What follows belongs to an exercise in optimizing a design on an open flow for a short achievable clock period and few clock cycles per item; a production flow would make more cautious choices. Function was checked by simulation only, so behaviour that the tests miss may differ from the original. No run shown here takes its clock network from TritonCTS; it comes from the design's own scripts or RTL. The flow treats the clock pin as an ideal source. Dropping or thinning the clock tree relies on that and would not hold on a real chip. Power figures rest on the tool's default switching activity, not on a simulated workload.

==> flow/design.v <==
package cset_pkg;
  localparam int TIME_WIDTH      = 32;
  localparam int ID_WIDTH        = 6;
  localparam int CNT_WIDTH       = 7;
  localparam int TDATA_WIDTH     = 40;
  localparam int DEF_MAX_FUNCS   = 64;
  localparam int DEF_STACK_DEPTH = 64;
  localparam logic [CNT_WIDTH-1:0] FCOUNT_RESET = 7'd64;
  localparam int QUEUE_DEPTH     = 16;
  localparam int QW              = $clog2(QUEUE_DEPTH);
  localparam int RESULT_WIDTH    = ID_WIDTH + TIME_WIDTH + 2;
  typedef enum logic [1:0] {
    STATUS_OK        = 2'd0,
    STATUS_OVERFLOW  = 2'd1,
    STATUS_UNDERFLOW = 2'd2,
    STATUS_RANGE     = 2'd3
  } status_e;
  typedef struct packed {
    logic [ID_WIDTH-1:0]   func;
    logic [TIME_WIDTH-1:0] total;
    status_e               status;
  } result_t;
endpackage
module cset_ctrl
(
  input  logic              clk_i,
  input  logic              rst_ni,
  input  logic              in_valid_i,
  output logic              in_ready_o,
  output logic              in_accept_o,
  input  logic              acc_i,         
  input  logic              drop_i,        
  input  logic              res_valid_i,
  input  cset_pkg::result_t res_i,
  output logic              out_valid_o,
  input  logic              out_ready_i,
  output cset_pkg::result_t out_o
);
  localparam int QD = cset_pkg::QUEUE_DEPTH;
  localparam int QW = cset_pkg::QW;
  localparam int OW = QW + 2;
  localparam int RW = cset_pkg::RESULT_WIDTH;
  logic                   ready_q;
  logic                   take_q;
  logic [OW-1:0]          occ_q, occ_d;
  logic [QW-1:0]          wp_q, rp_q, rp_next;
  logic [QW:0]            cnt_q, cnt_in;
  logic                   out_valid_q;
  logic [RW-1:0]          out_q;
  logic [QD-1:0][RW-1:0]  mem_q;
  logic [RW-1:0]          cand0, cand1;
  logic                   take;
  assign in_ready_o  = ready_q;
  assign in_accept_o = in_valid_i && ready_q;
  assign occ_d = occ_q + OW'(acc_i) - OW'(take_q) - OW'(drop_i);
  assign take    = out_valid_q && out_ready_i;
  assign cnt_in  = cnt_q + (QW+1)'(res_valid_i);
  assign rp_next = rp_q + QW'(1);
  assign cand0 = (cnt_q == '0)        ? res_i : mem_q[rp_q];
  assign cand1 = (cnt_q == (QW+1)'(1)) ? res_i : mem_q[rp_next];
  always_ff @(posedge clk_i or negedge rst_ni) begin
    if (!rst_ni) begin
      take_q      <= 1'b0;
      occ_q       <= '0;
      wp_q        <= '0;
      rp_q        <= '0;
      cnt_q       <= '0;
      out_valid_q <= 1'b0;
    end else begin
      take_q      <= take;
      occ_q       <= occ_d;
      if (res_valid_i) begin
        wp_q <= wp_q + QW'(1);
      end
      if (take) begin
        rp_q        <= rp_next;
        cnt_q       <= cnt_in - (QW+1)'(1);
        out_valid_q <= (cnt_in > (QW+1)'(1));
      end else begin
        cnt_q       <= cnt_in;
        out_valid_q <= (cnt_in != '0);
      end
    end
  end
  always_ff @(posedge clk_i) begin
    ready_q <= (occ_q <= OW'(QD - 3));
  end
  always_ff @(posedge clk_i) begin
    for (int i = 0; i < QD; i++) begin
      if (res_valid_i && (wp_q == QW'(i))) begin
        mem_q[i] <= res_i;
      end
    end
    out_q <= take ? cand1 : cand0;
  end
  assign out_valid_o = out_valid_q;
  assign out_o       = out_q;
endmodule
module cset_dpath
#(
  parameter int MAX_FUNCS   = cset_pkg::DEF_MAX_FUNCS,
  parameter int STACK_DEPTH = cset_pkg::DEF_STACK_DEPTH
) (
  input  logic                            clk_i,
  input  logic                            rst_ni,
  input  logic                            cfg_we_i,
  input  logic [cset_pkg::CNT_WIDTH-1:0]  cfg_wdata_i,
  input  logic                            in_accept_i,
  input  logic                            in_kind_i,
  input  logic [cset_pkg::ID_WIDTH-1:0]   in_func_i,
  input  logic [cset_pkg::TIME_WIDTH-1:0] in_time_i,
  output logic                            acc_o,       
  output logic                            drop_o,      
  output logic                            res_valid_o,
  output cset_pkg::result_t               res_o
);
  localparam int TW = cset_pkg::TIME_WIDTH;
  localparam int IW = cset_pkg::ID_WIDTH;
  localparam logic [TW-1:0] TMAX = '1;
  logic          p1_v;
  logic          p1_kind;
  logic [IW-1:0] p1_id;
  logic [TW-1:0] p1_ts;
  logic          p1_range;
  logic [cset_pkg::CNT_WIDTH-1:0] fcount_q;
  always_ff @(posedge clk_i or negedge rst_ni) begin
    if (!rst_ni) begin
      p1_v <= 1'b0;
    end else begin
      p1_v <= in_accept_i;
    end
  end
  always_ff @(posedge clk_i) begin
    p1_kind <= in_kind_i;
    p1_id   <= in_func_i;
    p1_ts   <= in_time_i;
    p1_range <= ({1'b0, in_func_i} >= fcount_q);
  end
  assign acc_o = p1_v;
  logic [STACK_DEPTH:0]           th_q;
  logic                           full_q, empty_q;
  logic                           s1_range, s1_push, s1_pop;
  cset_pkg::status_e              s1_status;
  assign full_q   = th_q[STACK_DEPTH];
  assign empty_q  = !th_q[1];
  assign s1_range = p1_range;
  assign s1_push  = p1_v && !p1_kind && !s1_range && !full_q;
  assign s1_pop   = p1_v &&  p1_kind && !s1_range && !empty_q;
  always_comb begin
    if (s1_range) begin
      s1_status = cset_pkg::STATUS_RANGE;
    end else if (!p1_kind) begin
      s1_status = full_q ? cset_pkg::STATUS_OVERFLOW : cset_pkg::STATUS_OK;
    end else begin
      s1_status = empty_q ? cset_pkg::STATUS_UNDERFLOW : cset_pkg::STATUS_OK;
    end
  end
  logic              p2_v, p2_push, p2_pop, p2_res;
  logic [STACK_DEPTH-1:1] p2_spush;
  logic [STACK_DEPTH-2:0] p2_spop;
  cset_pkg::status_e p2_status;
  logic [IW-1:0]     p2_id;
  logic [TW-1:0]     p2_ts;
  logic [TW:0]       p2_ts1;
  logic [MAX_FUNCS-1:0] p2_fhot;
  always_ff @(posedge clk_i or negedge rst_ni) begin
    if (!rst_ni) begin
      fcount_q <= cset_pkg::FCOUNT_RESET;
      th_q     <= (STACK_DEPTH+1)'(1);
      p2_v     <= 1'b0;
      p2_push  <= 1'b0;
      p2_pop   <= 1'b0;
      p2_res   <= 1'b0;
    end else begin
      if (cfg_we_i) begin
        fcount_q <= cfg_wdata_i;
      end
      if (s1_push) begin
        th_q <= {th_q[STACK_DEPTH-1:0], 1'b1};
      end else if (s1_pop) begin
        th_q <= {1'b0, th_q[STACK_DEPTH:1]};
      end
      p2_v    <= p1_v;
      p2_push <= s1_push;
      p2_pop  <= s1_pop;
      p2_res  <= p1_v && !s1_push;
    end
  end
  always_ff @(posedge clk_i) begin
    p2_status <= s1_status;
    p2_id     <= p1_id;
    p2_ts     <= p1_ts;
    p2_ts1    <= {1'b0, p1_ts} + {{TW{1'b0}}, 1'b1};
    for (int i = 1; i < STACK_DEPTH; i++) begin
      p2_spush[i] <= s1_push && th_q[i];
    end
    for (int i = 0; i < STACK_DEPTH - 1; i++) begin
      p2_spop[i] <= s1_pop && th_q[i+2];
    end
    for (int k = 0; k < MAX_FUNCS; k++) begin
      p2_fhot[k] <= (p1_id == IW'(k));
    end
  end
  assign drop_o = p2_v && !p2_res;
  logic [STACK_DEPTH-1:0][TW-1:0] sstk;
  always_ff @(posedge clk_i) begin
    if (p2_push) begin
      sstk[0] <= p2_ts;
    end else if (p2_spop[0]) begin
      sstk[0] <= sstk[1];
    end
    for (int i = 1; i < STACK_DEPTH - 1; i++) begin
      if (p2_spush[i]) begin
        sstk[i] <= sstk[i-1];
      end else if (p2_spop[i]) begin
        sstk[i] <= sstk[i+1];
      end
    end
    if (p2_spush[STACK_DEPTH-1]) begin
      sstk[STACK_DEPTH-1] <= sstk[STACK_DEPTH-2];
    end
  end
  logic [TW+1:0] s2_diff;
  logic          s2_zero;
  assign s2_diff = {1'b0, p2_ts1} - {2'b00, sstk[0]};
  assign s2_zero = (p2_ts1 == {1'b0, sstk[0]});
  logic                   p2b_push, p2b_pop, p2b_res;
  logic [STACK_DEPTH-1:1] p2b_spush;
  logic [STACK_DEPTH-2:0] p2b_spop;
  cset_pkg::status_e      p2b_status;
  logic [IW-1:0]          p2b_id;
  logic [MAX_FUNCS-1:0]   p2b_fhot;
  logic [TW+1:0]          p2b_diff;
  logic                   p2b_zero;
  always_ff @(posedge clk_i or negedge rst_ni) begin
    if (!rst_ni) begin
      p2b_push <= 1'b0;
      p2b_pop  <= 1'b0;
      p2b_res  <= 1'b0;
    end else begin
      p2b_push <= p2_push;
      p2b_pop  <= p2_pop;
      p2b_res  <= p2_res;
    end
  end
  always_ff @(posedge clk_i) begin
    p2b_spush  <= p2_spush;
    p2b_spop   <= p2_spop;
    p2b_status <= p2_status;
    p2b_id     <= p2_id;
    p2b_fhot   <= p2_fhot;
    p2b_diff   <= s2_diff;
    p2b_zero   <= s2_zero;
  end
  logic [TW-1:0] s2_dur;
  always_comb begin
    if (p2b_diff[TW+1] || p2b_zero) begin
      s2_dur = '0;
    end else if (p2b_diff[TW]) begin
      s2_dur = TMAX;
    end else begin
      s2_dur = p2b_diff[TW-1:0];
    end
  end
  logic                 p3_push, p3_pop, p3_res;
  logic [STACK_DEPTH-1:1] p3_cpush;
  logic [STACK_DEPTH-2:1] p3_cpop;
  cset_pkg::status_e    p3_status;
  logic [IW-1:0]        p3_id;
  logic [TW-1:0]        p3_dur;
  logic [TW-1:0]        p3_rd;
  logic                 p3_f1, p3_f2, p3_f3;
  logic [MAX_FUNCS-1:0][TW-1:0] tot_q;
  logic [MAX_FUNCS-1:0]         tval_q;
  logic [TW-1:0]                s2_tot_rd;
  always_comb begin
    s2_tot_rd = '0;
    for (int k = 0; k < MAX_FUNCS; k++) begin
      s2_tot_rd = s2_tot_rd | ({TW{p2b_fhot[k] && tval_q[k]}} & tot_q[k]);
    end
  end
  logic                 p4_pop, p4_res;
  logic [IW-1:0]        p4_id;
  logic                 p5_pop, p5_res;
  logic [IW-1:0]        p5_id;
  logic [TW-1:0]        p5_sum;
  logic [TW-1:0]        p6_sum;
  always_ff @(posedge clk_i or negedge rst_ni) begin
    if (!rst_ni) begin
      p3_push <= 1'b0;
      p3_pop  <= 1'b0;
      p3_res  <= 1'b0;
    end else begin
      p3_push <= p2b_push;
      p3_pop  <= p2b_pop;
      p3_res  <= p2b_res;
    end
  end
  always_ff @(posedge clk_i) begin
    p3_status <= p2b_status;
    p3_id     <= p2b_id;
    p3_dur    <= s2_dur;
    p3_cpush[1] <= p2b_push;
    for (int j = 2; j < STACK_DEPTH; j++) begin
      p3_cpush[j] <= p2b_spush[j-1];
    end
    for (int j = 1; j < STACK_DEPTH - 1; j++) begin
      p3_cpop[j] <= p2b_spop[j];
    end
    p3_rd     <= s2_tot_rd;
    p3_f1     <= p3_pop && (p3_id == p2b_id);
    p3_f2     <= p4_pop && (p4_id == p2b_id);
    p3_f3     <= p5_pop && (p5_id == p2b_id);
  end
  logic [STACK_DEPTH-1:0][TW-1:0] cstk;
  logic [TW:0]                    s3_parent_sum;
  logic [TW:0]                    s3_excl_sub;
  assign s3_parent_sum = {1'b0, cstk[1]} + {1'b0, p3_dur};
  assign s3_excl_sub   = {1'b0, p3_dur} - {1'b0, cstk[0]};
  always_ff @(posedge clk_i) begin
    if (p3_push) begin
      cstk[0] <= '0;
    end else if (p3_pop) begin
      cstk[0] <= s3_parent_sum[TW] ? TMAX : s3_parent_sum[TW-1:0];
    end
    for (int j = 1; j < STACK_DEPTH - 1; j++) begin
      if (p3_cpush[j]) begin
        cstk[j] <= cstk[j-1];
      end else if (p3_cpop[j]) begin
        cstk[j] <= cstk[j+1];
      end
    end
    if (p3_cpush[STACK_DEPTH-1]) begin
      cstk[STACK_DEPTH-1] <= cstk[STACK_DEPTH-2];
    end
  end
  logic [TW-1:0]                s3_tot;
  logic [TW-1:0]                s4_sum;
  cset_pkg::status_e    p4_status;
  logic [TW:0]          p4_excl_sub;
  logic [TW-1:0]        p4_tot;
  cset_pkg::status_e    p5_status;
  logic [MAX_FUNCS-1:0] p5_we;
  always_comb begin
    if (p3_f1) begin
      s3_tot = s4_sum;
    end else if (p3_f2) begin
      s3_tot = p5_sum;
    end else if (p3_f3) begin
      s3_tot = p6_sum;
    end else begin
      s3_tot = p3_rd;
    end
  end
  always_ff @(posedge clk_i or negedge rst_ni) begin
    if (!rst_ni) begin
      p4_pop <= 1'b0;
      p4_res <= 1'b0;
    end else begin
      p4_pop <= p3_pop;
      p4_res <= p3_res;
    end
  end
  always_ff @(posedge clk_i) begin
    p4_status <= p3_status;
    p4_id     <= p3_id;
    p4_excl_sub <= s3_excl_sub;
    p4_tot    <= s3_tot;
  end
  logic [TW-1:0] s4_excl;
  logic [TW:0]   s4_add;
  assign s4_excl = p4_excl_sub[TW] ? '0 : p4_excl_sub[TW-1:0];
  assign s4_add  = {1'b0, p4_tot} + {1'b0, s4_excl};
  assign s4_sum = s4_add[TW] ? TMAX : s4_add[TW-1:0];
  always_ff @(posedge clk_i or negedge rst_ni) begin
    if (!rst_ni) begin
      p5_pop <= 1'b0;
      p5_res <= 1'b0;
      p5_we  <= '0;
    end else begin
      p5_pop <= p4_pop;
      p5_res <= p4_res;
      for (int k = 0; k < MAX_FUNCS; k++) begin
        p5_we[k] <= p4_pop && (p4_id == IW'(k));
      end
    end
  end
  always_ff @(posedge clk_i) begin
    p5_status <= p4_status;
    p5_id     <= p4_id;
    p5_sum    <= s4_sum;
    p6_sum    <= p5_sum;
  end
  always_ff @(posedge clk_i or negedge rst_ni) begin
    if (!rst_ni) begin
      tval_q <= '0;
    end else begin
      for (int k = 0; k < MAX_FUNCS; k++) begin
        if (p5_we[k]) begin
          tval_q[k] <= 1'b1;
        end
      end
    end
  end
  always_ff @(posedge clk_i) begin
    for (int k = 0; k < MAX_FUNCS; k++) begin
      if (p5_we[k]) begin
        tot_q[k] <= p5_sum;
      end
    end
  end
  assign res_valid_o  = p5_res;
  assign res_o.func   = p5_id;
  assign res_o.total  = p5_pop ? p5_sum : '0;
  assign res_o.status = p5_status;
endmodule
module call_stack_exclusive_time
#(
  parameter int MAX_FUNCS   = cset_pkg::DEF_MAX_FUNCS,
  parameter int STACK_DEPTH = cset_pkg::DEF_STACK_DEPTH
) (
  input  logic                   clk_i,
  input  logic                   rst_ni,
  input  logic                   cfg_we_i,
  input  logic [cset_pkg::CNT_WIDTH-1:0]   cfg_wdata_i,     
  input  logic                   s_axis_tvalid,
  output logic                   s_axis_tready,
  input  logic [cset_pkg::TDATA_WIDTH-1:0] s_axis_tdata,    
  input  logic [0:0]             s_axis_tuser,    
  output logic                   m_axis_tvalid,
  input  logic                   m_axis_tready,
  output logic [cset_pkg::TDATA_WIDTH-1:0] m_axis_tdata,    
  output logic [1:0]             m_axis_tuser     
);
  logic                        accept;
  logic                        acc, drop, res_valid;
  cset_pkg::result_t           res, out;
  cset_ctrl u_ctrl (
    .clk_i       (clk_i),
    .rst_ni      (rst_ni),
    .in_valid_i  (s_axis_tvalid),
    .in_ready_o  (s_axis_tready),
    .in_accept_o (accept),
    .acc_i       (acc),
    .drop_i      (drop),
    .res_valid_i (res_valid),
    .res_i       (res),
    .out_valid_o (m_axis_tvalid),
    .out_ready_i (m_axis_tready),
    .out_o       (out)
  );
  cset_dpath #(
    .MAX_FUNCS   (MAX_FUNCS),
    .STACK_DEPTH (STACK_DEPTH)
  ) u_dpath (
    .clk_i       (clk_i),
    .rst_ni      (rst_ni),
    .cfg_we_i    (cfg_we_i),
    .cfg_wdata_i (cfg_wdata_i),
    .in_accept_i (accept),
    .in_kind_i   (s_axis_tuser[0]),
    .in_func_i   (s_axis_tdata[cset_pkg::ID_WIDTH-1:0]),
    .in_time_i   (s_axis_tdata[cset_pkg::ID_WIDTH+cset_pkg::TIME_WIDTH-1:cset_pkg::ID_WIDTH]),
    .acc_o       (acc),
    .drop_o      (drop),
    .res_valid_o (res_valid),
    .res_o       (res)
  );
  assign m_axis_tdata = {{(cset_pkg::TDATA_WIDTH - cset_pkg::ID_WIDTH - cset_pkg::TIME_WIDTH){1'b0}}, out.total, out.func};
  assign m_axis_tuser = out.status;
endmodule
==> flow/flow/run.sh <==
#!/bin/bash
# The standard layout with two changes:
# - the clock tree is built by flow/mytree.tcl (a balanced tree from a recursive bisection
#   of the registers' positions, three buffer levels) instead of TritonCTS;
# - the resizer may swap cells of different footprints (MATCH_CELL_FOOTPRINT=0);
# - the timing repair steps aim for more setup slack than the 10 ns clock needs, so that
#   they size and buffer the design towards a shorter period.
# The constraints (constraint.sdc) are the design's, unchanged.
set -euo pipefail
W=$(pwd)
export CT_LEVELS="2 5 8"
bash standard.sh SETUP_SLACK_MARGIN=6.8 MATCH_CELL_FOOTPRINT=0 PRE_CTS_TCL="$W/flow/pre_cts.tcl" finish > standard_flow.log 2>&1
==> flow/flow/mytree.tcl <==
# Clock tree built by recursive bisection of the registers' positions.
# The clock port drives a few root buffers; every level below splits its registers into two
# halves of equal count along the longer side of their bounding box, and buffers sit at the
# centre of the registers they serve. Every register gets the same number of buffers
# between it and the port.
#   CT_LEVELS: bisection depths at which buffers sit, e.g. {2 5 9}: 4 roots at depth 2,
#   a buffer per depth-5 group, a leaf buffer per depth-9 group.
set ::ct_buf   [expr {[info exists ::env(CT_BUF)] ? $::env(CT_BUF) : "sky130_fd_sc_hd__clkbuf_16"}]
set ::ct_levels [expr {[info exists ::env(CT_LEVELS)] ? $::env(CT_LEVELS) : {2 5 9}}]

set ::ct_db     [ord::get_db]
set ::ct_block  [ord::get_db_block]
set ::ct_master [$::ct_db findMaster $::ct_buf]
set ::ct_clk    [$::ct_block findNet clk_i]
set ::ct_count  0

# sinks: {x y iterm}
set ::ct_sinks {}
foreach it [$::ct_clk getITerms] {
  set inst [$it getInst]
  set bb [$inst getBBox]
  set x [expr {([$bb xMin] + [$bb xMax]) / 2}]
  set y [expr {([$bb yMin] + [$bb yMax]) / 2}]
  lappend ::ct_sinks [list $x $y $it]
}
puts "mytree: [llength $::ct_sinks] clock sinks"

proc ct_split {items} {
  set xs [lmap i $items {lindex $i 0}]
  set ys [lmap i $items {lindex $i 1}]
  set dx [expr {[tcl::mathfunc::max {*}$xs] - [tcl::mathfunc::min {*}$xs]}]
  set dy [expr {[tcl::mathfunc::max {*}$ys] - [tcl::mathfunc::min {*}$ys]}]
  set k [expr {$dx >= $dy ? 0 : 1}]
  set sorted [lsort -integer -index $k $items]
  set h [expr {[llength $sorted] / 2}]
  return [list [lrange $sorted 0 [expr {$h - 1}]] [lrange $sorted $h end]]
}

# build the subtree for items at bisection depth d; returns {x y iterm} of its input pin,
# or the items themselves (a list of such triples) when no buffer sits at this depth
proc ct_build {items d} {
  set last [lindex $::ct_levels end]
  if {$d == $last || [llength $items] <= 1} {
    set kids $items
  } else {
    lassign [ct_split $items] a b
    set kids [concat [ct_build $a [expr {$d + 1}]] [ct_build $b [expr {$d + 1}]]]
  }
  if {[lsearch -exact $::ct_levels $d] >= 0} {
    return [list [ct_buffer $kids]]
  }
  return $kids
}

proc ct_buffer {kids} {
  set sx 0; set sy 0
  foreach k $kids { set sx [expr {$sx + [lindex $k 0]}]; set sy [expr {$sy + [lindex $k 1]}] }
  set n [llength $kids]
  set x [expr {$sx / $n}]
  set y [expr {$sy / $n}]
  set name "ctbuf_$::ct_count"
  set net [odb::dbNet_create $::ct_block "ctnet_$::ct_count"]
  $net setSigType CLOCK
  incr ::ct_count
  set inst [odb::dbInst_create $::ct_block $::ct_master $name]
  set w [[$inst getMaster] getWidth]
  set h [[$inst getMaster] getHeight]
  $inst setLocation [expr {$x - $w / 2}] [expr {$y - $h / 2}]
  $inst setPlacementStatus PLACED
  foreach k $kids {
    set it [lindex $k 2]
    $it disconnect
    $it connect $net
  }
  $inst setSourceType TIMING
  [$inst findITerm X] connect $net
  return [list $x $y [$inst findITerm A]]
}

set ::ct_top [ct_build $::ct_sinks 0]
foreach k $::ct_top {
  set it [lindex $k 2]
  $it connect $::ct_clk
}
puts "mytree: $::ct_count buffers, [llength $::ct_top] driven by the clock port"
==> flow/flow/pre_cts.tcl <==
# Runs before ORFS's CTS step: builds the clock tree (mytree.tcl) and turns the step's own
# clock_tree_synthesis call into marking the clock as propagated, which is what that call
# leaves behind. The rest of the CTS step (legalization, timing repair) runs as usual.
source [file join [file dirname [info script]] mytree.tcl]
rename clock_tree_synthesis orfs_clock_tree_synthesis
proc clock_tree_synthesis {args} {
  puts "clock tree built by mytree.tcl; not running clock_tree_synthesis $args"
  set_propagated_clock [all_clocks]
}
==> flow/standard.sh <==
#!/bin/bash
# synth_recipe.tcl (not shown) runs the flow's synth.tcl, then flattens the netlist and writes it again
# the make line also repeats each setting of config.mk as NAME=value (left out here)
make -C /OpenROAD-flow-scripts/flow DESIGN_CONFIG=/design/flow/config.mk WORK_HOME=/design/flow/orfs CLKGATE_MAP_FILE= SYNTH_SCRIPT=/design/flow/synth_recipe.tcl "${@:-finish}"
==> flow/config.mk <==
export PLATFORM = sky130hd
export DESIGN_NAME = call_stack_exclusive_time
export DESIGN_NICKNAME = call_stack_exclusive_time
export VERILOG_FILES = /design/flow/design.v
export SDC_FILE = /design/flow/constraint.sdc
export NUM_CORES = 4
export LEC_CHECK = 0
export CAP_MARGIN = 20
export CORE_MARGIN = 2
export CORE_UTILIZATION = 65
export PLACE_DENSITY = 0.75
export SLEW_MARGIN = 60
==> flow/constraint.sdc <==
create_clock -name core_clock -period 10.0 [get_ports {clk_i}]
set_input_delay 2.0000 -clock core_clock [delete_from_list [all_inputs] [get_ports {clk_i}]]
set_output_delay 2.0000 -clock core_clock [all_outputs]
set_load 0.01 [all_outputs]
==> results of run 1 <==
## placed cells by master (no fill, tap or decap), types with 170 or more instances in the layout
cell type,count
edfxtp_1,6752
nor2_1,347
a221oi_1,515
a22o_1,513
buf_4,182
dfxtp_1,858
mux4_2,400
clkbuf_16,298
a21oi_1,170
mux2_2,4003
## cells by family after synthesis
family / count (synthesis) / synth area share
buf+inv: 1088 / 0.0132
flops: 7940 / 0.734
mux: 4447 / 0.176
simple gates: 1341 / 0.0233
fa+ha+maj: 159 / 0.00655
other cells: 1 / 0.0000121
compound gates: 1707 / 0.0430
xor+xnor: 162 / 0.00457
## final timing paths
| kind | slack, ns | to | depth (start not counted) |
|---|---|---|---|
| worst max-delay path | 6.64 | m_axis_tdata[2] | 1 |
| worst min-delay path | 0.29 | u_dpath.p5_status[1] | 0 |
| worst max register to register | 6.74 | u_dpath.p4_tot[27] | 15 |
| worst min register to register | 0.29 | u_dpath.p5_status[1] | 0 |
| max in group asynchronous | 7.72 | u_dpath.p3_push | 5 |
| min in group asynchronous | 0.96 | u_ctrl.rp_q[0] | 1 |
## state kept, by name, summed over array words and instances, names as in the netlist, 33 cells and up
signal,flops
u_dpath.p3_cpush,63
u_dpath.p4_excl_sub,33
u_dpath.p2b_spop,62
u_dpath.p3_cpop,62
u_dpath.p2_spush,63
u_ctrl.out_q,40
u_dpath.p2b_spush,62
u_dpath.tot_q,2048
u_dpath.p5_we,64
u_ctrl.mem_q,640
u_dpath.p2_spop,63
u_dpath.p2_fhot,64
u_dpath.p2_ts1,33
u_dpath.tval_q,64
u_dpath.p2b_diff,34
u_dpath.cstk,2048
u_dpath.sstk,2048
u_dpath.th_q,65
u_dpath.p2b_fhot,64
## through the flow
step / utilization / instance area [µm²] / cells
6_report: 0.700 / 332000 / 23200
5_1_grt: 0.699 / 332000 / 23200
4_1_cts: 0.695 / 330000 / 23100
3_5_place_dp: 0.678 / 322000 / 22800
3_3_place_gp: 0.670 / 319000 / 22700
2_1_floorplan: - / 310000 / 16800
## final cells by class, without the clock buffers
cell class	count	area (µm²)
diodes	35	87.6
fillers	29400	143000
multi-input cells	7827	80200
flip-flops and latches	7940	228000
inverters	131	495
repair buffers	618	8270
well taps	6375	7980
## power by group through the flow
stage	logic (W)	registers [W]	clock network (W)
global placement	0.00630	0.0385	0
floorplan	0.00403	0.0388	0
global route	0.00777	0.0378	0.0156
detailed placement	0.00657	0.0385	0
finish	0.00734	0.0378	0.0145
CTS	0.00696	0.0378	0.0146
## routing by layer
metal  vias to the layer above  global-route usage
met5                         -                   0
met4                        12               0.146
met3                      2561              0.0690
met2                      9253               0.475
met1                     81100               0.407
li1                      66100                   -
## what timing repair did
action	in CTS	in global routing
gates resized for setup	272	129
pin swaps	50	34
setup endpoints to repair	169	163
setup buffers	31	21
gates cloned	13	2
==> impl_metrics.ini, run 1 <==
[status]
status = finished clean

[synthesis]
yosysTopAreaCellShare = 0.653
yosysWarningCount = 2
synth_edf_count = 6752
yosysTopAreaCell = edfxtp_1
synth.avg_cell_area_um2 = 18.4
synth_common_cells = edfxtp_1 (6752), mux2_2 (4009), dfxtp_1 (952)
synth_seq_cells = 7940
ys.flop_type = edfxtp_1
synth.most_common_cell = edfxtp_1
synthesis.area_um2 = 310000
yosysSeqAreaShare = 0.734
synth_cell_types = 78
netlist_top_cells_area = edfxtp_1 (65%), mux2_2 (15%), dfxtp_1 (6.1%)
syn_inst = 16800
synthArstFlopShare = 0.0297

[sta]
final_max_slew_viol_count = 0
rsz0062_at_grt = yes
setup_viol = 0
tns_ns = 0
hold_ws_ns = 0.290
fin_skew_ns = 0.0630
worst_slew_pin_slew_ns = 0.740
layout_min_cycle_time_ns = 3.36
finalWorstSetupSlack_ns = 6.64
relSlewSlack = 0.507
report.final.hold_viol_count = 0
fmax_mhz = 297
fin_crit_sh = 0.336

[critical_path]
path_class = flop to output port
r2r-start = u_dpath.p4_excl_sub[32]
slowest_delay_ns = 0.44
cp_max_fo = 1
cp_num_buf_inv = 1
path_cells = buf_6
cpMaxStageDelayCell = dfxtp_4
crit_family = flip-flops
arrival_ns = 1.36
cp-end-kind = output port
startpoint_type = flop
worstSetupStartpoint = u_ctrl.out_q[36]
cp.required_ns = 8.00

[clock_tree]
cts_hold_buf = 0
clk_latency_ns = 0.80
path_clk_slew_ns = 0.12

[detailed_routing]
route.detailed.drc = 0
via_count = 159000
top_layer_used = met5
drtIter0Drc = 24100
wl_met2_um = 346000
firstDrtPassIters = 9
routed_wl_um = 752000
routed-wl-met3_um = 81800
vias_per_cell = 6.85
ant_nets = 0
wl_per_cell_um = 32.4
wl_met1_um = 278000

[die]
core_area_um2 = 475000
die_w_um = 695
die_height_um = 695
ioPinCount = 97
start_util = 0.653
fp.dieArea_um2 = 483000
rows = 253

[power_and_ir_drop]
switching_share = 0.232
ir_worst_vdd_mv = 0.226
power.switching_w = 0.0138
p_clk_frac = 0.243
p_per_area_nw_per_um2 = 179
combPwrFrac = 0.123
leakage_nw = 84.8
p_seq_frac = 0.634
p_int_w = 0.0458
p_total_w = 0.0596

[hold_path]
hold_path.class = flop to flop
hp-start = u_dpath.p4_status[1]

[finish]
fin_nets = 17000
drive_gt1_frac = 0.351
syn_to_final_growth_pct = 7.08

[placement]
hpwl_um = 457000
routabilityCongestion = 0.858
port_buffers = 92
place_ws_ns = 5.62

[global_routing]
grt_overflow = 0
antenna_found_initial = 32
grt_max_degree = 99
grt_pass1_vias = 160000
track_usage = 0.303
grt_pass1_wl_um = 1080000

[run]
cap_violations = 0
Testbench counts, summed over its fixed seeds: cycles 19,370, items 19,314.
==> run 2: changes to the inputs <==
==> flow/flow/run.sh (replaced) <==
#!/bin/bash
# The standard layout with these changes:
# - the clock tree is built by flow/mytree.tcl (a balanced tree from a recursive bisection
#   of the registers' positions, three buffer levels) instead of TritonCTS;
# - each output port's buffer is placed next to the register that drives it
#   (flow/outbuf.tcl, run with the clock tree before the CTS step);
# - the resizer may swap cells of different footprints (MATCH_CELL_FOOTPRINT=0);
# - the timing repair steps aim for more setup slack than the 10 ns clock needs, so that
#   they size and buffer the design towards a shorter period.
# The constraints (constraint.sdc) are the design's, unchanged.
set -euo pipefail
W=$(pwd)
export CT_LEVELS="2 5 9"
bash standard.sh SETUP_SLACK_MARGIN=7.0 MATCH_CELL_FOOTPRINT=0 PRE_CTS_TCL="$W/flow/pre_cts.tcl" finish > standard_flow.log 2>&1
==> flow/flow/outbuf.tcl (new file) <==
# Moves each output port's buffer next to the register that drives it, so that the
# register sees a short wire and the buffer drives the long one to the pin.
set ::ob_block [ord::get_db_block]
set ::ob_moved 0
foreach bt [$::ob_block getBTerms] {
  if {[$bt getIoType] ne "OUTPUT"} continue
  set net [$bt getNet]
  if {$net eq "NULL"} continue
  foreach it [$net getITerms] {
    if {![$it isOutputSignal]} continue
    set buf [$it getInst]
    set a [$buf findITerm A]
    if {$a eq "NULL" || [$a getNet] eq "NULL"} continue
    foreach it2 [[$a getNet] getITerms] {
      if {![$it2 isOutputSignal]} continue
      set ff [$it2 getInst]
      if {![string match "*__df*" [[$ff getMaster] getName]]} continue
      lassign [$ff getLocation] fx fy
      set fw [[$ff getMaster] getWidth]
      $buf setLocation [expr {$fx + $fw}] $fy
      incr ::ob_moved
    }
  }
}
puts "outbuf: moved $::ob_moved output buffers next to their registers"
==> flow/flow/pre_cts.tcl (replaced) <==
# Runs before ORFS's CTS step: moves each output port's buffer next to the register driving
# it (outbuf.tcl), builds the clock tree (mytree.tcl) and turns the step's own
# clock_tree_synthesis call into marking the clock as propagated, which is what that call
# leaves behind. The rest of the CTS step (legalization, timing repair) runs as usual.
source [file join [file dirname [info script]] outbuf.tcl]
source [file join [file dirname [info script]] mytree.tcl]
rename clock_tree_synthesis orfs_clock_tree_synthesis
proc clock_tree_synthesis {args} {
  puts "clock tree built by mytree.tcl; not running clock_tree_synthesis $args"
  set_propagated_clock [all_clocks]
}
==> impl_metrics.ini, run 2 <==
[status]
status = finished clean

[die]
ioPinCount = 97
core_area_um2 = 475000
die_height_um = 695
start_util = 0.653
fp.dieArea_um2 = 483000
rows = 253
die_w_um = 695

[critical_path]
slowest_delay_ns = 0.39
path_class = flop to output port
r2r_slack_ns = 6.78
startpoint_type = flop
cpMaxStageDelayCell = dfrtp_1
cp-end-kind = output port
arrival_ns = 1.31
cp.required_ns = 8.00
crit_family = flip-flops
cp_num_buf_inv = 1
path_cells = buf_6
cp_max_fo = 2

[detailed_routing]
drtIter0Drc = 23600
vias_per_cell = 6.86
ant_nets = 0
route.detailed.drc = 0
firstDrtPassIters = 9
wl_per_cell_um = 32.5
via_count = 161000
routed_wl_um = 763000

[finish]
n_fill_cell = 28300
reg.largest.list = u_dpath.cstk: 2048 flops, u_dpath.sstk: 2048 flops, u_dpath.tot_q: 2048 flops
final_common_cell = edfxtp_1
final_cell_mix = edfxtp_1 (6752), mux2_2 (4004), dfxtp_1 (860), clkbuf_16 (563), a221oi_1 (515)
syn_to_final_growth_pct = 9.45
drive_gt1_frac = 0.365
fin_nets = 17300
utilization = 0.715

[sta]
worst_slew_pin_slew_ns = 0.767
layout_min_cycle_time_ns = 3.31
fin_crit_sh = 0.331
rsz0062_at_grt = yes
fin_skew_ns = 0.0920
report.final.hold_viol_count = 0
hold_ws_ns = 0.288
final_max_slew_viol_count = 0
tns_ns = 0
setup_viol = 0
fmax_mhz = 302
relSlewSlack = 0.489
finalWorstSetupSlack_ns = 6.69

[power_and_ir_drop]
leakage_nw = 88.3
ir_worst_vdd_mv = 0.242
p_per_area_nw_per_um2 = 193

[synthesis]
yosysSeqAreaShare = 0.734
syn_inst = 16800
synth_seq_cells = 7940
synthArstFlopShare = 0.0297
yosysTopAreaCell = edfxtp_1
synth.most_common_cell = edfxtp_1
ys.flop_type = edfxtp_1
synth_common_cells = edfxtp_1 (6752), mux2_2 (4009), dfxtp_1 (952)
yosysTopAreaCellShare = 0.653
synth_edf_count = 6752
synth_cell_types = 78
yosysWarningCount = 2
netlist_top_cells_area = edfxtp_1 (65%), mux2_2 (15%), dfxtp_1 (6.1%)
synthesis.area_um2 = 310000
synth.avg_cell_area_um2 = 18.4

[global_routing]
track_usage = 0.308
grt_max_degree = 84
grt_pass1_wl_um = 1100000
grt_overflow = 0
grt_pass1_vias = 165000
antenna_found_initial = 30

[placement]
routabilityCongestion = 0.863
place_ws_ns = 5.63
port_buffers = 92
hpwl_um = 457000

[clock_tree]
path_clk_slew_ns = 0.07
clk_latency_ns = 0.84
cts_hold_buf = 0

[run]
cap_violations = 0

[hold_path]
hold_path.class = flop to flop
==> run 2: cell counts after synthesis <==
No cell type changed its count.
==> run 2: routing by layer <==
layer	share of wire	up-vias	track usage
met5	0.00020	-	0.00120
met4	0.065	22	0.153
met3	0.11	2867	0.0781
met2	0.46	9894	0.481
met1	0.36	81700	0.408
li1	-	66800	-
==> run 2: path summary, 6_finish.rpt <==
check                      cells past startpoint                     from                    to
setup reg to reg                              12  u_dpath.p4_excl_sub[32]    u_dpath.p4_tot[30]
min in group asynchronous                      1                   rst_ni        u_ctrl.rp_q[0]
setup / recovery                               1       u_ctrl.out_valid_q         m_axis_tvalid
hold / removal                                 0    u_dpath.p2b_status[0]  u_dpath.p3_status[0]
max in group asynchronous                      4                   rst_ni     u_dpath.p5_we[32]
hold reg to reg                                0    u_dpath.p2b_status[0]  u_dpath.p3_status[0]
==> run 2: stage by stage <==
stage / instance area, µm² / std cells / power, W
floorplan: 310000 / 16800 / 0.0428
global placement: 319000 / 22700 / 0.0449
detailed placement: 322000 / 22800 / 0.0452
CTS: 337000 / 23400 / 0.0650
global route: 340000 / 23500 / 0.0671
finish: 340000 / 23500 / 0.0654
==> run 2: repair_timing <==
action	in CTS	in global routing
gates resized for setup	342	152
cloned	20	7
pin swaps	60	81
endpoints found under the setup margin	185	191
buffers inserted	53	35
==> run 2: layout make-up, without the clock buffers <==
class,count,area [µm²],share of cell area
sequential,7940,228000,0.671
multi-input combinational,7828,80700,0.237
timing repair buffer,657,8790,0.0259
tap,6375,7980,0.0235
inverter,131,503,0.00148
antenna,36,90.1,0.000265
==> run 2: cells by family (layout without fill, tap and decap cells) <==
group                    Yosys count  in the layout  share of synthesized area
other                              1             38                  0.0000121
AND/OR/NAND/NOR                 1341           1345                     0.0233
buffers and inverters           1088           1336                     0.0132
AO/OA/AOI/OAI                   1707           1713                     0.0430
XOR/XNOR                         162            162                    0.00457
multiplexers                    4447           4447                      0.176
adder cells (fa/ha/maj)          159            159                    0.00655
flip-flops                      7940           7940                      0.734
==> run 2: power breakdown <==
| part | internal (W) | switching [W] | total, W | leakage, nW |
|---|---|---|---|---|
| registers | 0.0373 | 0.000410 | 0.0377 | 57.7 |
| clock network | 0.00956 | 0.0101 | 0.0197 | 6.75 |
| logic | 0.00357 | 0.00446 | 0.00803 | 23.9 |
| total | 0.0504 | 0.0150 | 0.0654 | 88.3 |
==> run 3: changes to the inputs <==
--- a/flow/design.v
+++ b/flow/design.v
@@ -368,9 +368,7 @@
     p4_tot    <= s3_tot;
   end
-  logic [TW-1:0] s4_excl;
   logic [TW:0]   s4_add;
-  assign s4_excl = p4_excl_sub[TW] ? '0 : p4_excl_sub[TW-1:0];
-  assign s4_add  = {1'b0, p4_tot} + {1'b0, s4_excl};
-  assign s4_sum = s4_add[TW] ? TMAX : s4_add[TW-1:0];
+  assign s4_add = {1'b0, p4_tot} + {1'b0, p4_excl_sub[TW-1:0]};
+  assign s4_sum = p4_excl_sub[TW] ? p4_tot : (s4_add[TW] ? TMAX : s4_add[TW-1:0]);
   always_ff @(posedge clk_i or negedge rst_ni) begin
     if (!rst_ni) begin
==> impl_metrics.ini, run 3 <==
[status]
status = finished clean

[synthesis]
muxShareOfSynthArea = 0.175
synth_common_cells = edfxtp_1 (6752), mux2_2 (4003), dfxtp_1 (952)
yosysTopAreaCell = edfxtp_1
synth_fa_ha_area_frac = 0.00655
synth_compound_area_frac = 0.0441
yosysTopAreaCellShare = 0.653
synth.avg_cell_area_um2 = 18.4
synthesis.area_um2 = 310000
synthArstFlopShare = 0.0297
synth_top_family_by_area = multiplexers
yosysWarningCount = 2
synth_cell_types = 85
yosys.area_share.simple = 0.0218
synth_xor_xnor_area_share = 0.00471
synth.most_common_cell = edfxtp_1
yosysSeqAreaShare = 0.734
ys.flop_type = edfxtp_1
synth_seq_cells = 7940
netlist_top_cells_area = edfxtp_1 (65%), mux2_2 (15%), dfxtp_1 (6.1%)
syn_inst = 16900
synth_edf_count = 6752

[detailed_routing]
drtIter0Drc = 22200
ant_nets = 0
via_count = 160000
route.detailed.drc = 0
firstDrtPassIters = 8
wl_per_cell_um = 32.1
routed_wl_um = 754000
vias_per_cell = 6.80

[critical_path]
r2r_slack_ns = 6.64
startpoint_type = flop
cp_max_fo = 8
path_class = flop to flop
reg2reg_depth = 14
cp.required_ns = 10.65
arrival_ns = 4.01
cp-end-kind = flop

[sta]
report.final.hold_viol_count = 0
worst_slew_pin_slew_ns = 0.701
setup_viol = 0
fin_skew_ns = 0.0894
relSlewSlack = 0.533
hold_ws_ns = 0.321
fin_crit_sh = 0.336
rsz0062_at_grt = yes
layout_min_cycle_time_ns = 3.36
fmax_mhz = 298
final_max_slew_viol_count = 0
tns_ns = 0

[power_and_ir_drop]
p_per_area_nw_per_um2 = 193
ir_worst_vdd_mv = 0.248
leakage_nw = 87.9

[global_routing]
grt_pass1_wl_um = 1090000
antenna_found_initial = 44
grt_overflow = 0
grt_max_degree = 84
track_usage = 0.305
grt_pass1_vias = 164000

[clock_tree]
clk_latency_ns = 0.83
cts_hold_buf = 0
path_clk_slew_ns = 0.08

[die]
rows = 253
core_area_um2 = 475000
die_w_um = 695
start_util = 0.653
ioPinCount = 97
die_height_um = 695
fp.dieArea_um2 = 483000

[run]
cap_violations = 0

[placement]
hpwl_um = 455000
port_buffers = 92
postPlaceCellArea_um2 = 322000
routabilityCongestion = 0.865

[finish]
drive_gt1_frac = 0.362
fin_nets = 17300
final_cell_mix = edfxtp_1 (6752), mux2_2 (4003), dfxtp_1 (860), clkbuf_16 (556)
reg.largest.list = u_dpath.cstk: 2048 flops, u_dpath.sstk: 2048 flops, u_dpath.tot_q: 2048 flops
final_cell_area_um2 = 339000
final_common_cell = edfxtp_1
syn_to_final_growth_pct = 9.08
n_fill_cell = 28700

[hold_path]
hold_path.class = flop to flop
hold_path_depth = 0
## run 3: timing repair
action / 4_1_cts / 5_1_grt
buffers inserted: 27 / 15
resized for setup: 296 / 90
endpoints found under the setup margin: 201 / 184
gates cloned: 8 / 6
pin swaps: 21 / 41
## run 3: cells by family (layout without fill, tap and decap cells)
group	Yosys count	count (layout)
AOI/OAI and AO/OA	1741	1741
muxes	4437	4437
xor gates and xnor gates	167	167
DFF	7940	7940
other	1	34
and+or+nand+nor	1281	1282
adders and majority gates	159	159
buffers and inverters	1126	1329
## run 3: metrics by stage
step                total power [W]  utilization  instances  setup WS (ns)
global route                 0.0672        0.712      23400           6.57
floorplan                    0.0431            -      16900           6.01
global placement             0.0453        0.670      22700           5.71
CTS                          0.0651        0.709      23400           6.64
finish                       0.0654        0.713      23500           6.64
detailed placement           0.0457        0.678      22800           5.89
## run 3: power breakdown
part	leakage (nW)	switching [W]	internal (W)
Combinational	23.5	0.00453	0.00355
Clock	6.75	0.0101	0.00956
Sequential	57.7	0.000454	0.0373
## run 3: metal layers
metal / GRT usage / wire length [µm]
met2: 0.477 / 344000
met1: 0.401 / 277000
met5: 0 / 298
met4: 0.152 / 48300
met3: 0.0781 / 83800
## run 3: final cells by class, without the clock buffers
class	instances	area, µm²	share of cell area
timing repair buffer	617	8280	0.0245
multi-input combinational	7788	79900	0.236
sequential	7940	228000	0.673
inverter	164	627	0.00185
antenna	32	80.1	0.000237
tap	6375	7980	0.0236
## run 3: path summary, 6_finish.rpt
check                                      endpoint            startpoint
max in group asynchronous         u_dpath.p5_we[63]                rst_ni
worst min-delay path            u_dpath.p3_cpop[39]  u_dpath.p2b_spop[39]
worst max-delay path               u_dpath.cstk[14]      u_dpath.cstk[32]
worst min register to register  u_dpath.p3_cpop[39]  u_dpath.p2b_spop[39]
min in group asynchronous           u_ctrl.cnt_q[4]                rst_ni
worst max register to register     u_dpath.cstk[14]      u_dpath.cstk[32]
## run 3: critical path: stages (launching register included)
cell	delay [ns]
edfxtp_1	0.42
ha_2	0.21
inv_2	0.06
fa_2	0.22
nor2b_4	0.05
o2111ai_4	0.23
a2111oi_4	0.13
o31a_1	0.37
o21ai_4	0.20
a31oi_4	0.12
a41o_1	0.23
a21o_4	0.24
a31oi_4	0.39
clkbuf_16	0.27
a211oi_2	0.07
Testbench counts of run 3, summed over its fixed seeds: cycles 19,370, items 19,314.
==> run 4: changes to the inputs <==
--- a/flow/design.v
+++ b/flow/design.v
@@ -368,7 +368,9 @@
     p4_tot    <= s3_tot;
   end
+  logic [TW-1:0] s4_excl;
   logic [TW:0]   s4_add;
-  assign s4_add = {1'b0, p4_tot} + {1'b0, p4_excl_sub[TW-1:0]};
-  assign s4_sum = p4_excl_sub[TW] ? p4_tot : (s4_add[TW] ? TMAX : s4_add[TW-1:0]);
+  assign s4_excl = p4_excl_sub[TW] ? '0 : p4_excl_sub[TW-1:0];
+  assign s4_add  = {1'b0, p4_tot} + {1'b0, s4_excl};
+  assign s4_sum = s4_add[TW] ? TMAX : s4_add[TW-1:0];
   always_ff @(posedge clk_i or negedge rst_ni) begin
     if (!rst_ni) begin
--- a/flow/flow/run.sh
+++ b/flow/flow/run.sh
@@ -2,5 +2,5 @@
 # The standard layout with these changes:
 # - the clock tree is built by flow/mytree.tcl (a balanced tree from a recursive bisection
-#   of the registers' positions, three buffer levels) instead of TritonCTS;
+#   of the registers' positions, three buffer levels, clkbuf_8 at the leaves) instead of TritonCTS;
 # - each output port's buffer is placed next to the register that drives it
 #   (flow/outbuf.tcl, run with the clock tree before the CTS step);
@@ -12,3 +12,4 @@
 W=$(pwd)
 export CT_LEVELS="2 5 9"
+export CT_BUFS="sky130_fd_sc_hd__clkbuf_16 sky130_fd_sc_hd__clkbuf_16 sky130_fd_sc_hd__clkbuf_8"
 bash standard.sh SETUP_SLACK_MARGIN=7.0 MATCH_CELL_FOOTPRINT=0 PRE_CTS_TCL="$W/flow/pre_cts.tcl" finish > standard_flow.log 2>&1
--- a/flow/flow/mytree.tcl
+++ b/flow/flow/mytree.tcl
@@ -12,4 +12,6 @@
 set ::ct_block  [ord::get_db_block]
 set ::ct_master [$::ct_db findMaster $::ct_buf]
+# optional buffer cell per level, in the order of CT_LEVELS
+set ::ct_bufs [expr {[info exists ::env(CT_BUFS)] ? $::env(CT_BUFS) : {}}]
 set ::ct_clk    [$::ct_block findNet clk_i]
 set ::ct_count  0
@@ -48,10 +50,13 @@
   }
   if {[lsearch -exact $::ct_levels $d] >= 0} {
-    return [list [ct_buffer $kids]]
+    set m $::ct_master
+    set li [lsearch -exact $::ct_levels $d]
+    if {[llength $::ct_bufs] > $li} { set m [$::ct_db findMaster [lindex $::ct_bufs $li]] }
+    return [list [ct_buffer $kids $m]]
   }
   return $kids
 }
 
-proc ct_buffer {kids} {
+proc ct_buffer {kids master} {
   set sx 0; set sy 0
   foreach k $kids { set sx [expr {$sx + [lindex $k 0]}]; set sy [expr {$sy + [lindex $k 1]}] }
@@ -63,5 +68,5 @@
   $net setSigType CLOCK
   incr ::ct_count
-  set inst [odb::dbInst_create $::ct_block $::ct_master $name]
+  set inst [odb::dbInst_create $::ct_block $master $name]
   set w [[$inst getMaster] getWidth]
   set h [[$inst getMaster] getHeight]
==> impl_metrics.ini, run 4 <==
[synthesis]
synth_cell_types = 78
yosysTopAreaCellShare = 0.653
muxShareOfSynthArea = 0.176
synth_compound_area_frac = 0.0430
synth_seq_cells = 7940
yosysSeqAreaShare = 0.734
synth.avg_cell_area_um2 = 18.4
synth_fa_ha_area_frac = 0.00655
synthesis.area_um2 = 310000
synth_common_cells = edfxtp_1 (6752), mux2_2 (4009), dfxtp_1 (952)
synth.most_common_cell = edfxtp_1
syn_inst = 16800
netlist_top_cells_area = edfxtp_1 (65%), mux2_2 (15%), dfxtp_1 (6.1%)
ys.flop_type = edfxtp_1
yosysTopAreaCell = edfxtp_1
synth_xor_xnor_area_share = 0.00457
synth_top_family_by_area = multiplexers
synth_edf_count = 6752
yosysWarningCount = 2
synthArstFlopShare = 0.0297
yosys.area_share.simple = 0.0233

[hold_path]
hold_path_end = u_dpath.p3_status[0]
hp-start = u_dpath.p2b_status[0]
hold_path_depth = 0
hold_path.class = flop to flop

[global_routing]
track_usage = 0.305
grt_max_degree = 84
grt_overflow = 0
grt_pass1_vias = 164000
antenna_found_initial = 33
grt_pass1_wl_um = 1090000

[finish]
drive_gt1_frac = 0.364
syn_to_final_growth_pct = 7.50
fin_nets = 17300
final-instance-count-excl-fill = 23500
final_common_cell = edfxtp_1
final_cell_area_um2 = 334000
utilization = 0.702
n_fill_cell = 29200
reg.largest.list = u_dpath.cstk: 2048 flops, u_dpath.sstk: 2048 flops, u_dpath.tot_q: 2048 flops
final_cell_mix = edfxtp_1 (6752), mux2_2 (4004), dfxtp_1 (857), clkbuf_8 (549), a221oi_1 (515)

[clock_tree]
cts_hold_buf = 0
path_clk_slew_ns = 0.09
clk_latency_ns = 0.80

[critical_path]
cp_max_fo = 6
cpMaxStageDelayCell = dfxtp_4
slowest_delay_ns = 0.38
r2r-start = u_dpath.p4_excl_sub[32]
r2r_slack_ns = 6.68
reg2reg_depth = 13
r2r_end = u_dpath.p4_tot[2]
path_class = flop to flop
path_cells = clkbuf_16 > nor2b_1 > ha_1 > a21oi_1 > o21ai_0 > o21a_2 > o31ai_4 > o21ai_2 > a41o_4 > o221ai_4 > buf_6 > o21ai_4 > mux2_4
arrival_ns = 4.00
cp.required_ns = 10.68
cp_num_buf_inv = 2
crit_family = compound AO/OA/AOI/OAI gates
cp-end-kind = flop
startpoint_type = flop

[die]
core_area_um2 = 475000
rows = 253
fp.dieArea_um2 = 483000
ioPinCount = 97
die_w_um = 695
die_height_um = 695
start_util = 0.653

[power_and_ir_drop]
p_per_area_nw_per_um2 = 181
ir_worst_vdd_mv = 0.254
p_total_w = 0.0605
leakage_nw = 85.6

[placement]
postPlaceCellArea_um2 = 322000
hpwl_um = 457000
port_buffers = 92
routabilityCongestion = 0.863
place_inst = 22800

[sta]
fin_crit_sh = 0.332
report.final.hold_viol_count = 0
layout_min_cycle_time_ns = 3.32
fmax_mhz = 301
setup_viol = 0
worst_slew_pin_slew_ns = 0.725
relSlewSlack = 0.517
fin_skew_ns = 0.0893
final_max_slew_viol_count = 0
tns_ns = 0
rsz0062_at_grt = yes

[detailed_routing]
drtIter0Drc = 23400
via_count = 160000
vias_per_cell = 6.81
ant_nets = 0
route.detailed.drc = 0
routed_wl_um = 758000
wl_per_cell_um = 32.3
firstDrtPassIters = 9

[status]
status = finished clean

[run]
cap_violations = 0
==> run 4: cell count changes after synthesis, moves of 20 or more <==
cell	before	now
inv_1	164	131
a21oi_1	227	193
o21ai_0	105	77
o21ai_1	3	51
or2_1	0	20
o22ai_1	73	42
a211oi_2	30	0
a211oi_1	17	50
nor2b_1	22	59
nor2_1	377	351
==> run 4: metal layers <==
layer / track usage / vias to the layer above / wire [µm]
met2: 0.476 / 9651 / 346000
met5: 0 / - / 252
li1: - / 66600 / -
met3: 0.0779 / 2679 / 87400
met4: 0.150 / 40 / 46600
met1: 0.405 / 81000 / 277000
==> run 4: power by group <==
group / switching, W / internal [W] / total [W]
clock network: 0.00949 / 0.00524 / 0.0147
logic: 0.00449 / 0.00358 / 0.00807
registers: 0.000403 / 0.0373 / 0.0377
total: 0.0144 / 0.0461 / 0.0605
==> run 4: kinds of logic after synthesis <==
group	Yosys count
AOI/OAI and AO/OA	1707
xor gates and xnor gates	162
adders and majority gates	159
buffers and inverters	1088
DFF	7940
muxes	4447
other	1
and+or+nand+nor	1341
==> run 4: metrics by stage <==
stage	setup WS (ns)	hold slack [ns]
2_1_floorplan	6.93	0.310
3_3_place_gp	5.51	0.310
3_5_place_dp	5.63	0.312
4_1_cts	6.68	0.322
5_1_grt	6.60	0.328
6_report	6.68	0.286
==> run 4: area by class of cell, without the clock buffers <==
| class | instances | area [µm²] | share of cell area |
|---|---|---|---|
| Antenna cell | 23 | 57.6 | 0.000172 |
| Inverter | 131 | 503 | 0.00151 |
| Multi-Input combinational cell | 7830 | 80500 | 0.241 |
| Sequential cell | 7940 | 228000 | 0.683 |
| Tap cell | 6375 | 7980 | 0.0239 |
| Timing Repair Buffer | 648 | 8740 | 0.0262 |
==> run 4: worst max-delay path by stage <==
stage / cells after the start / end / slack (ns) / startpoint
after floorplan: 10 / u_dpath.p1_range / 6.93 / s_axis_tdata[0]
after global placement: 7 / u_ctrl.out_q[9] / 5.51 / m_axis_tready
after detailed placement: 7 / u_ctrl.out_q[19] / 5.63 / m_axis_tready
after CTS: 1 / m_axis_tvalid / 6.68 / u_ctrl.out_valid_q
after global routing: 15 / u_dpath.p4_tot[2] / 6.60 / u_dpath.p4_excl_sub[32]
final: 13 / u_dpath.p4_tot[2] / 6.68 / u_dpath.p4_excl_sub[32]
==> run 4: repair_timing <==
item / in CTS / in global routing
pin swaps: 52 / 58
buffers inserted: 49 / 24
cloned: 22 / 12
resized for setup: 326 / 130
setup endpoints to repair: 186 / 189
Testbench counts of run 4, summed over its fixed seeds: cycles 19,370, items 19,314.
==> run 5: changes to the inputs <==
--- a/flow/design.v
+++ b/flow/design.v
@@ -284,6 +284,6 @@
   logic                 p5_pop, p5_res;
   logic [IW-1:0]        p5_id;
-  logic [TW-1:0]        p5_sum;
-  logic [TW-1:0]        p6_sum;
+  logic [TW:0]          p5_sum;     
+  logic [TW:0]          p6_sum;
   always_ff @(posedge clk_i or negedge rst_ni) begin
     if (!rst_ni) begin
@@ -313,14 +313,15 @@
     p3_f3     <= p5_pop && (p5_id == p2b_id);
   end
-  logic [STACK_DEPTH-1:0][TW-1:0] cstk;
+  logic [STACK_DEPTH-1:0][TW:0]   cstk;
   logic [TW:0]                    s3_parent_sum;
   logic [TW:0]                    s3_excl_sub;
-  assign s3_parent_sum = {1'b0, cstk[1]} + {1'b0, p3_dur};
-  assign s3_excl_sub   = {1'b0, p3_dur} - {1'b0, cstk[0]};
+  assign s3_parent_sum = {1'b0, cstk[1][TW-1:0]} + {1'b0, p3_dur};
+  assign s3_excl_sub   = cstk[0][TW] ? {1'b1, {TW{1'b0}}}
+                                     : {1'b0, p3_dur} - {1'b0, cstk[0][TW-1:0]};
   always_ff @(posedge clk_i) begin
     if (p3_push) begin
       cstk[0] <= '0;
     end else if (p3_pop) begin
-      cstk[0] <= s3_parent_sum[TW] ? TMAX : s3_parent_sum[TW-1:0];
+      cstk[0] <= {cstk[1][TW] || s3_parent_sum[TW], s3_parent_sum[TW-1:0]};
     end
     for (int j = 1; j < STACK_DEPTH - 1; j++) begin
@@ -335,9 +336,9 @@
     end
   end
-  logic [TW-1:0]                s3_tot;
-  logic [TW-1:0]                s4_sum;
+  logic [TW:0]                  s3_tot;
+  logic [TW:0]                  s4_sum;
   cset_pkg::status_e    p4_status;
   logic [TW:0]          p4_excl_sub;
-  logic [TW-1:0]        p4_tot;
+  logic [TW:0]          p4_tot;
   cset_pkg::status_e    p5_status;
   logic [MAX_FUNCS-1:0] p5_we;
@@ -350,5 +351,5 @@
       s3_tot = p6_sum;
     end else begin
-      s3_tot = p3_rd;
+      s3_tot = {1'b0, p3_rd};
     end
   end
@@ -368,9 +369,9 @@
     p4_tot    <= s3_tot;
   end
-  logic [TW-1:0] s4_excl;
   logic [TW:0]   s4_add;
-  assign s4_excl = p4_excl_sub[TW] ? '0 : p4_excl_sub[TW-1:0];
-  assign s4_add  = {1'b0, p4_tot} + {1'b0, s4_excl};
-  assign s4_sum = s4_add[TW] ? TMAX : s4_add[TW-1:0];
+  assign s4_add = {1'b0, p4_tot[TW-1:0]} + {1'b0, p4_excl_sub[TW-1:0]};
+  assign s4_sum = p4_excl_sub[TW] ? p4_tot : {p4_tot[TW] || s4_add[TW], s4_add[TW-1:0]};
+  logic [TW-1:0] p5_total;
+  assign p5_total = p5_sum[TW] ? TMAX : p5_sum[TW-1:0];
   always_ff @(posedge clk_i or negedge rst_ni) begin
     if (!rst_ni) begin
@@ -406,5 +407,5 @@
     for (int k = 0; k < MAX_FUNCS; k++) begin
       if (p5_we[k]) begin
-        tot_q[k] <= p5_sum;
+        tot_q[k] <= p5_total;
       end
     end
@@ -412,5 +413,5 @@
   assign res_valid_o  = p5_res;
   assign res_o.func   = p5_id;
-  assign res_o.total  = p5_pop ? p5_sum : '0;
+  assign res_o.total  = p5_pop ? p5_total : '0;
   assign res_o.status = p5_status;
 endmodule
==> impl_metrics.ini, run 5 <==
[detailed_routing]
routed_wl_um = 757000
wl_per_cell_um = 31.9
via_count = 160000
route.detailed.drc = 0
drtIter0Drc = 20300
ant_nets = 0
vias_per_cell = 6.76
firstDrtPassIters = 9

[finish]
regMostFlops = u_dpath.cstk
drive_gt1_frac = 0.360
final_common_cell = edfxtp_1
final-instance-count-excl-fill = 23800
n_fill_cell = 30000
reg.largest.list = u_dpath.cstk: 2112 flops, u_dpath.sstk: 2048 flops, u_dpath.tot_q: 2048 flops
syn_to_final_growth_pct = 7.24
final_cell_area_um2 = 336000
final_cell_mix = edfxtp_1 (6815), mux2_2 (4075), dfxtp_1 (892), clkbuf_8 (554), a221oi_1 (515)
largest_reg_flops = 2112
fin_nets = 17500
utilization = 0.699

[die]
fp.dieArea_um2 = 488000
die_height_um = 699
ioPinCount = 97
core_area_um2 = 481000
die_w_um = 699
rows = 255
start_util = 0.651

[synthesis]
syn_inst = 17100
synth_seq_cells = 8007
synth.avg_cell_area_um2 = 18.4
yosysWarningCount = 2
synth.most_common_cell = edfxtp_1
ys.flop_type = edfxtp_1
synthesis.area_um2 = 314000
synth_cell_types = 89
netlist_top_cells_area = edfxtp_1 (65%), mux2_2 (15%), dfxtp_1 (6.1%)
synth_edf_count = 6815
synth_common_cells = edfxtp_1 (6815), mux2_2 (4075), dfxtp_1 (956)
synthArstFlopShare = 0.0295
yosysSeqAreaShare = 0.732
yosysTopAreaCell = edfxtp_1
yosysTopAreaCellShare = 0.653

[clock_tree]
clk_latency_ns = 0.78
path_clk_slew_ns = 0.12

[sta]
layout_min_cycle_time_ns = 3.27
worst_slew_pin_slew_ns = 0.949
final_max_slew_viol_count = 0
setup_viol = 0
fin_skew_ns = 0.0697
rsz0062_at_grt = yes
tns_ns = 0
report.final.hold_viol_count = 0
relSlewSlack = 0.365
fin_crit_sh = 0.327
hold_ws_ns = 0.313
fmax_mhz = 306

[critical_path]
cpMaxStageDelayCell = dfrtp_1
cp-end-kind = output port
cp.required_ns = 8.00
cp_num_buf_inv = 1
crit_family = flip-flops
path_cells = clkbuf_2
reg2reg_depth = 13
slowest_delay_ns = 0.39
startpoint_type = flop
path_class = flop to output port
arrival_ns = 1.27
cp_max_fo = 2
worst-path-stages = 1

[run]
cap_violations = 0

[power_and_ir_drop]
p_seq_frac = 0.629
combPwrFrac = 0.126
power.switching_w = 0.0143
p_int_w = 0.0459
switching_share = 0.237
ir_worst_vdd_mv = 0.197
p_clk_frac = 0.245
p_per_area_nw_per_um2 = 179
leakage_nw = 86.1

[placement]
port_buffers = 92
postPlaceCellArea_um2 = 326000
place_inst = 23100
hpwl_um = 461000
routabilityCongestion = 0.864

[status]
status = finished clean

[global_routing]
track_usage = 0.302
grt_pass1_wl_um = 1090000
grt_pass1_vias = 165000
antenna_found_initial = 37
grt_max_degree = 114
grt_overflow = 0

[hold_path]
hold_path_depth = 0
hold_path.class = flop to flop
==> run 5: changes by cell type after synthesis, moves of 19 or more <==
cell,previous run,this run
mux2_2,4009,4075
edfxtp_1,6752,6815
nand2_1,109,171
clkbuf_1,878,820
buf_1,74,130
o21ai_1,51,4
o21ai_0,77,114
or2_2,196,229
nor2b_1,59,31
a211oi_1,50,23
or2_1,20,0
nor3_1,24,43
==> run 5: worst paths after layout <==
path	startpoint	end	slack [ns]
setup / recovery	u_ctrl.out_valid_q	m_axis_tvalid	6.73
hold / removal	u_dpath.p2b_spush[1]	u_dpath.p3_cpush[2]	0.31
setup reg to reg	u_dpath.cstk[34]	u_dpath.cstk[28]	6.91
hold reg to reg	u_dpath.p2b_spush[1]	u_dpath.p3_cpush[2]	0.31
max in group asynchronous	rst_ni	u_dpath.p5_we[57]	7.69
min in group asynchronous	rst_ni	u_ctrl.cnt_q[4]	1.16
==> run 5: final cells by class, without the clock buffers <==
type	count	area, µm²	area share
multi-input combinational	7974	81100	0.241
antenna	15	37.5	0.000112
timing repair buffer	640	8750	0.0260
tap	6425	8040	0.0239
sequential	8007	230000	0.684
inverter	141	554	0.00165
==> run 5: repair_timing <==
| item | in CTS | in global routing |
|---|---|---|
| gates resized for setup | 320 | 70 |
| setup endpoints to repair | 123 | 115 |
| gates cloned | 7 | 1 |
| endpoints found under the hold margin | 0 | 0 |
| buffers inserted | 39 | 23 |
| hold buffers | 0 | 0 |
| pin swaps | 29 | 47 |
==> run 5: cells by family after synthesis <==
group                    after synthesis  synth area share
adder cells (fa/ha/maj)              159           0.00649
AO/OA/AOI/OAI                       1714            0.0430
other                                  1         0.0000120
buffers and inverters               1112            0.0134
multiplexers                        4527             0.177
AND/OR/NAND/NOR                     1432            0.0242
flip-flops                          8007             0.732
XOR/XNOR                             138           0.00385
==> run 5: power by group through the flow <==
| stage | logic [W] | clock network (W) | registers, W |
|---|---|---|---|
| floorplan | 0.00472 | 0 | 0.0383 |
| global placement | 0.00636 | 0 | 0.0388 |
| detailed placement | 0.00678 | 0 | 0.0387 |
| CTS | 0.00739 | 0.0149 | 0.0379 |
| global route | 0.00811 | 0.0160 | 0.0379 |
| finish | 0.00762 | 0.0147 | 0.0379 |
==> run 5: layer usage <==
layer | up-vias | routed length, µm | global-route usage | part of all wire
met1 | 81400 | 281000 | 0.403 | 0.37
li1 | 67400 | - | - | -
met3 | 2626 | 84200 | 0.0737 | 0.11
met4 | 26 | 48200 | 0.151 | 0.064
met5 | - | 248 | 0.000686 | 0.00033
met2 | 9055 | 344000 | 0.471 | 0.45
==> run 5: metrics by stage <==
stage | setup slack, ns | total power [W]
floorplan | 6.93 | 0.0430
global placement | 4.89 | 0.0451
detailed placement | 5.88 | 0.0455
CTS | 6.67 | 0.0602
global route | 6.69 | 0.0620
finish | 6.73 | 0.0603
Testbench counts of run 5, summed over its fixed seeds: cycles 19,370, items 19,314.
==> run 6: changes to the inputs <==
--- a/flow/config.mk
+++ b/flow/config.mk
@@ -8,5 +8,5 @@
 export CAP_MARGIN = 20
 export CORE_MARGIN = 2
-export CORE_UTILIZATION = 65
-export PLACE_DENSITY = 0.75
+export CORE_UTILIZATION = 70
+export PLACE_DENSITY = 0.78
 export SLEW_MARGIN = 60
==> impl_metrics.ini, run 6 <==
[die]
rows = 245
die_height_um = 673
start_util = 0.704
fp.dieArea_um2 = 453000
die_w_um = 673
core_area_um2 = 446000

[placement]
routabilityCongestion = 0.881
port_buffers = 92
hpwl_um = 464000

[power_and_ir_drop]
ir_worst_vdd_mv = 0.190
p_seq_frac = 0.625
p_clk_frac = 0.243
p_per_area_nw_per_um2 = 180
combPwrFrac = 0.132
p_int_w = 0.0462
power.switching_w = 0.0144

[synthesis]
netlist_top_cells_area = edfxtp_1 (65%), mux2_2 (15%), dfxtp_1 (6.1%)
synthArstFlopShare = 0.0295
synthesis.area_um2 = 314000
synth_seq_cells = 8007
synth_cell_types = 89
synth.most_common_cell = edfxtp_1
ys.flop_type = edfxtp_1
yosysSeqAreaShare = 0.732
synth.avg_cell_area_um2 = 18.4
synth_common_cells = edfxtp_1 (6815), mux2_2 (4075), dfxtp_1 (956)
syn_inst = 17100
yosysWarningCount = 2
yosysTopAreaCellShare = 0.653

[critical_path]
cp.required_ns = 8.00
path_cells = clkbuf_2
crit_family = flip-flops
cp_max_fo = 2
slowest_delay_ns = 0.38
arrival_ns = 1.27
cpMaxStageDelayCell = dfrtp_1
cp-end-kind = output port
path_class = flop to output port

[clock_tree]
clk_latency_ns = 0.79
path_clk_slew_ns = 0.09

[global_routing]
track_usage = 0.327
grt_pass1_wl_um = 1090000
antenna_found_initial = 44
grt_overflow = 0
grt_max_degree = 82

[sta]
tns_ns = 0
hold_ws_ns = 0.280
rsz0062_at_grt = yes
relSlewSlack = 0.507
setup_viol = 0
fmax_mhz = 306
fin_skew_ns = 0.0964
report.final.hold_viol_count = 0
fin_crit_sh = 0.327

[run]
cap_violations = 0

[detailed_routing]
ant_nets = 0
drtIter0Drc = 22800
vias_per_cell = 6.98
firstDrtPassIters = 13
wl_per_cell_um = 32.5
route.detailed.drc = 0
via_count = 162000
routed_wl_um = 757000

[finish]
reg.largest.list = u_dpath.cstk: 2112 flops, u_dpath.sstk: 2048 flops, u_dpath.tot_q: 2048 flops
regArea_um2 = 230000
largest_reg_flops = 2112
multi_input_area_um2 = 81200
syn_to_final_growth_pct = 7.08
regMostFlops = u_dpath.cstk
final_cell_mix = edfxtp_1 (6815), mux2_2 (4075), dfxtp_1 (886), clkbuf_8 (554), a221oi_1 (515)

[status]
status = finished clean
==> run 6: final cells by class, without the clock buffers <==
| class | instances | share of cell area |
|---|---|---|
| Antenna cell | 25 | 0.000186 |
| Sequential cell | 8007 | 0.685 |
| Tap cell | 5928 | 0.0221 |
| Multi-Input combinational cell | 7972 | 0.242 |
| Timing Repair Buffer | 635 | 0.0259 |
| Inverter | 141 | 0.00165 |
==> run 6: cells by family after synthesis <==
kind of cell               after synthesis  share of synthesized area
DFF                                   8007                      0.732
other                                    1                  0.0000120
adders and majority gates              159                    0.00649
xor gates and xnor gates               138                    0.00385
AOI/OAI and AO/OA                     1714                     0.0430
muxes                                 4527                      0.177
and+or+nand+nor                       1432                     0.0242
buffers and inverters                 1112                     0.0134
==> run 6: what timing repair did <==
action | in CTS | in global routing
buffers inserted | 24 | 36
hold endpoints to repair | 0 | 0
endpoints found under the setup margin | 127 | 125
resized for setup | 312 | 127
hold buffers | 0 | 0
pin swaps | 12 | 48
gates cloned | 12 | 9
==> run 6: worst paths after layout <==
kind                                          from                  end  cells past startpoint
worst max register to register      u_ctrl.rp_q[0]      u_ctrl.out_q[7]                     12
worst min register to register  u_dpath.p2_fhot[2]  u_dpath.p2b_fhot[2]                      0
max in group asynchronous                   rst_ni    u_dpath.p5_we[27]                      4
min in group asynchronous                   rst_ni   u_ctrl.out_valid_q                      1
worst min-delay path            u_dpath.p2_fhot[2]  u_dpath.p2b_fhot[2]                      0
worst max-delay path            u_ctrl.out_valid_q        m_axis_tvalid                      1
==> run 6: stage by stage <==
stage               utilization  total power [W]  instances  instance area [µm²]  worst slack [ns]
floorplan                     -           0.0430      17100               314000              6.93
global placement          0.720           0.0451      22400               321000              4.80
detailed placement        0.728           0.0454      22600               325000              5.53
CTS                       0.748           0.0600      23100               333000              6.69
global route              0.753           0.0623      23200               336000              6.69
finish                    0.753           0.0606      23300               336000              6.73
==> run 6: power by group through the flow <==
stage                     Clock, W  Sequential [W]  Combinational (W)
final                       0.0147          0.0379            0.00799
after global routing        0.0159          0.0379            0.00849
after floorplan                  0          0.0383            0.00472
after CTS                   0.0148          0.0378            0.00739
after detailed placement         0          0.0387            0.00674
after global placement           0          0.0387            0.00634
==> run 6: metal layers <==
metal / vias to the layer above / routed length [µm] / track usage
met5: - / 266 / 0.00170
met4: 26 / 51200 / 0.163
met3: 3053 / 89800 / 0.0893
met2: 9919 / 345000 / 0.506
met1: 81900 / 271000 / 0.432
li1: 67400 / - / -
